Context: an optimization exercise on an open-source flow, tuned for small area. The choices shown serve that exercise and are no tape-out recipe.
Where RTL was checked, it was by simulation tests only, not by an equivalence proof against the original.

## v6
Design chol_update_top, start of the top module:
module chol_update_top (
  input  logic                    clk,
  input  logic                    rst,
  input  logic                    start,
  input  chol_mem_pkg::em_idx_t   row_k,
  input  chol_types_pkg::sample_t u_sample,
  input  chol_types_pkg::sample_t vec_sample,
  input  logic                    sample_valid,
  input  logic                    rd_req,
  input  chol_mem_pkg::em_idx_t   rd_row,
  input  chol_mem_pkg::em_idx_t   rd_col,
  output logic                    band_req,
  output chol_mem_pkg::em_idx_t   band_col,
  output logic [$clog2(8)-1:0]      band_idx,
  output chol_types_pkg::word_t   rd_data,
  output logic                    rd_valid,
  output logic                    busy,
  output logic                    done
);
  localparam logic [3:0] ST_IDLE = 4'd0,
                         ST_REQ  = 4'd1,    
                         ST_WAIT = 4'd6,    
                         ST_MAC  = 4'd2,    
                         ST_LDA  = 4'd4,    
                         ST_MUL  = 4'd3,    
  ...
Size in the first run: ~1,300 cells after synthesis, roughly 440 flip-flops, roughly 84 I/O pins, about 0.015 mm2 of cells after synthesis.
export LEC_CHECK = 0
export CAP_MARGIN = 20
export CORE_MARGIN = 2
export CORE_UTILIZATION = 40
export SLEW_MARGIN = 20
create_clock -name core_clock -period 12.0 [get_ports {clk}]
standard.sh (not shown) runs the stock make flow with config.mk's settings and CLKGATE_MAP_FILE= SYNTH_SCRIPT=/design/flow/synth_recipe.tcl, a recipe that flattens the netlist after the stock synthesis.
==> flow/flow/run.sh <==
#!/bin/bash
# Standard ORFS layout (unchanged synthesis, floorplan, placement, routing)
# with two changes: ports get the smallest buffer (buf_1) instead of the
# default clkdlybuf4s50_1, and the clock tree uses clkbuf_4 leaf buffers on
# small sink clusters under clkbuf_8 root and tree buffers, without dummy
# loads.
set -o pipefail
export BUFFER_PORTS_ARGS="-buffer_cell sky130_fd_sc_hd__buf_1"
export CTS_ARGS="-sink_clustering_enable -repair_clock_nets -dont_use_dummy_load -buf_list sky130_fd_sc_hd__clkbuf_4 -root_buf sky130_fd_sc_hd__clkbuf_8 -tree_buf sky130_fd_sc_hd__clkbuf_8 -sink_clustering_size 10 -sink_clustering_max_diameter 45"
bash standard.sh > standard.log 2>&1
Modified inputs, v7 compared to v6
diff --git a/flow/design.v b/flow/design.v
--- a/flow/design.v
+++ b/flow/design.v
@@ -72,15 +72,15 @@
   logic         mb_r;   
   logic [1:0] hr_n, hc_n;
   logic [1:0] rsel, csel;
   logic       hit;
   assign hr_n = (hc == hr) ? hr + 2'd1 : hr;
   assign hc_n = (hc == hr) ? 2'd0 : hc + 2'd1;
   assign rsel = (st == ST_LDA || st == ST_LDD) ? j_r : k_r;
-  assign csel = (st == ST_LDD || st == ST_WR) ? j_r : m_r;
+  assign csel = m_r;   
   assign hit  = (hr == rsel) && (hc == csel);
   assign rd_data = ring[31:0];
   logic is_mac, is_mul, is_div, is_sq, is_dsq, is_mm;
   logic zp, mbit, en, sub, abit;
   logic [32:0] a_in, xs, b_in, sum;
   logic        qbit;
   assign is_mac = (st == ST_MAC);
@@ -110,52 +110,52 @@
   end endgenerate
   assign sum[32:16] = a_in[32:16] + b_in[32:16] + {16'd0, cy[16]};
   assign qbit = !sum[32] && !(is_sq && neg);
   logic sa, sy, scin, ss, scout;
   logic ser_first;
   always_comb begin
     sa = acc[0];
-    sy = p[0];
+    sy = sum[0];   
     scin = c;
     ser_first = 1'b0;
     case (st)
       ST_MAC: begin
-        ser_first = (cnt == 6'd1);
+        ser_first = (cnt == 6'd0);
         if (b_r == 3'd0) sa = 1'b0;   
       end
       ST_MUL: begin
-        ser_first = (cnt == 6'd17);
-        sy = !p[0];
+        ser_first = (cnt == 6'd16);
+        sy = !sum[0];
       end
       default: begin   
         ser_first = (cnt == 6'd0);
         sa = !acc[0];
         sy = 1'b0;
       end
     endcase
     if (ser_first) scin = (st != ST_MAC);
     ss    = sa ^ sy ^ scin;
     scout = (sa & sy) | (sa & scin) | (sy & scin);
   end
   logic mul_go;
   logic mul_ser;
   assign mul_go  = (cnt >= 6'd32) || hit;
-  assign mul_ser = (cnt >= 6'd17);
+  assign mul_ser = (cnt >= 6'd16);
   logic x_samp, x_ring, x_shl, x_q, x_en_hi, x_en_lo;
   assign x_samp  = (st == ST_WAIT) && sample_valid;
   assign x_ring  = (st == ST_LDA || st == ST_LDD) && hit;
   assign x_shl   = (st == ST_SQI) || (st == ST_XF) || (is_sq && cnt[0]);
   assign x_q     = is_sq && qbit;
   assign x_en_lo = x_samp || x_ring || x_shl;
   assign x_en_hi = x_en_lo || is_mac;
   logic ring_wr, ring_rot;
   assign ring_wr  = (st == ST_WR) && hit;
   assign ring_rot = is_mul && hit && (cnt < 6'd32);
   logic acc_ser, acc_shl;
-  assign acc_ser = (is_mac && cnt != 6'd0) || (is_mul && mul_go && mul_ser) ||
+  assign acc_ser = is_mac || (is_mul && mul_go && mul_ser) ||
                    st == ST_NEG1 || st == ST_NEG2;
   assign acc_shl = is_dsq || st == ST_XF;   
   always_ff @(posedge clk) begin
     ring <= {ring[31:0], ring[319:64],
              ({32{ring_wr}} & acc) | ({32{ring_rot}} & {ring[32], ring[63:33]}) |
              ({32{!ring_wr && !ring_rot}} & ring[63:32])};
     mb_r <= ring[64];
@@ -163,15 +163,15 @@
                                    ({32{acc_shl}} & {acc[30:0], is_div ? qbit : x[31]});
     if (acc_ser) c <= scout;
     if (is_mac || (is_mul && mul_go) || is_dsq) p <= sum;
     if (x_en_hi) x[31:16] <= ({16{x_samp}} & vec_sample) | ({16{x_ring}} & ring[63:48]) |
                              ({16{is_mac}} & {1'b0, x[31:17]}) | ({16{x_shl}} & x[30:15]);
     if (x_en_lo) x[15:0]  <= ({16{x_samp}} & u_sample) | ({16{x_ring}} & ring[47:32]) |
                              ({16{x_shl}} & {x[14:2], x_q, 2'b01});
-    if ((st == ST_LDD && hit) || (st == ST_SQI && cnt == 6'd0)) neg <= acc[31];
+    if (st == ST_LDD || st == ST_SQI) neg <= acc[31];   
   end
   assign band_req = (st == ST_REQ);
   assign busy     = (st != ST_IDLE);
   assign done     = (st == ST_DONE);
   assign band_col = j_r;
   assign band_idx = b_r;
   always_ff @(posedge clk) begin
@@ -202,15 +202,15 @@
         end
         ST_REQ: st <= ST_WAIT;
         ST_WAIT: begin
           cnt <= '0;
           if (sample_valid) st <= ST_MAC;
         end
         ST_MAC: begin
-          if (cnt == 6'd32) begin
+          if (cnt == 6'd31) begin
             b_r <= b_r + 3'd1;
             m_r <= '0;
             cnt <= '0;
             if (b_r != 3'd7) st <= ST_REQ;
             else if (j_r != 2'd0) st <= ST_LDA;
             else if (j_r == k_r) st <= ST_SQI;
             else st <= ST_LDD;
@@ -218,15 +218,15 @@
         end
         ST_LDA: begin
           cnt <= '0;
           if (hit) st <= ST_MUL;
         end
         ST_MUL: begin
           if (!mul_go) cnt <= cnt;
-          else if (cnt == 6'd48) begin
+          else if (cnt == 6'd47) begin
             cnt <= '0;
             m_r <= m_r + 2'd1;
             if (m_r + 2'd1 != j_r) st <= ST_LDA;
             else if (j_r == k_r) st <= ST_SQI;
             else st <= ST_LDD;
           end
         end
## What came out
- Detailed-routed wire length on met3 of v7 falls short of that of v6 by more than 10%.
- Comparing v6 and v7, the lower non-clock buffer total of the final layout is on v6.
- v7 against v6: overall routing resource usage picked up an extra 0.24 points; global-route track usage on met1 lost 0.85 points; portion of the layout cell area used by non-clock buffers picked up an extra 0.17 points; number of design-rule violations left by the first detailed-router iteration picked up an extra 176.
- Share of synthesized registers carrying an async set or reset: v6 vs v7 identical
For v7, only the layout was checked, not whether the RTL still works.

re-timing with driven ports:
No port has a modelled driver above. Below, the same layouts with a new extraction and two added sets of constraints.
Step 1, drivers: a clkbuf_16 drives clk and a buf_2 each remaining input, both assumed.
Step 2, shift: input delay + t, output delay - t, t = (earliest + latest rising clock arrival at the registers) / 2. This alone moves slack from input paths to output paths.
Three values: ideal, step 1, step 2; two values: the first two.
run | shift t [ns] | slack for setup (ns) | worst setup path after step 2
v6 | 0.633 | 0.713 / 0.713 / 0.713 | register to register
v7 | 0.611 | 0.695 / 0.695 / 0.695 | register to register
After both steps every run listed still meets setup and hold.
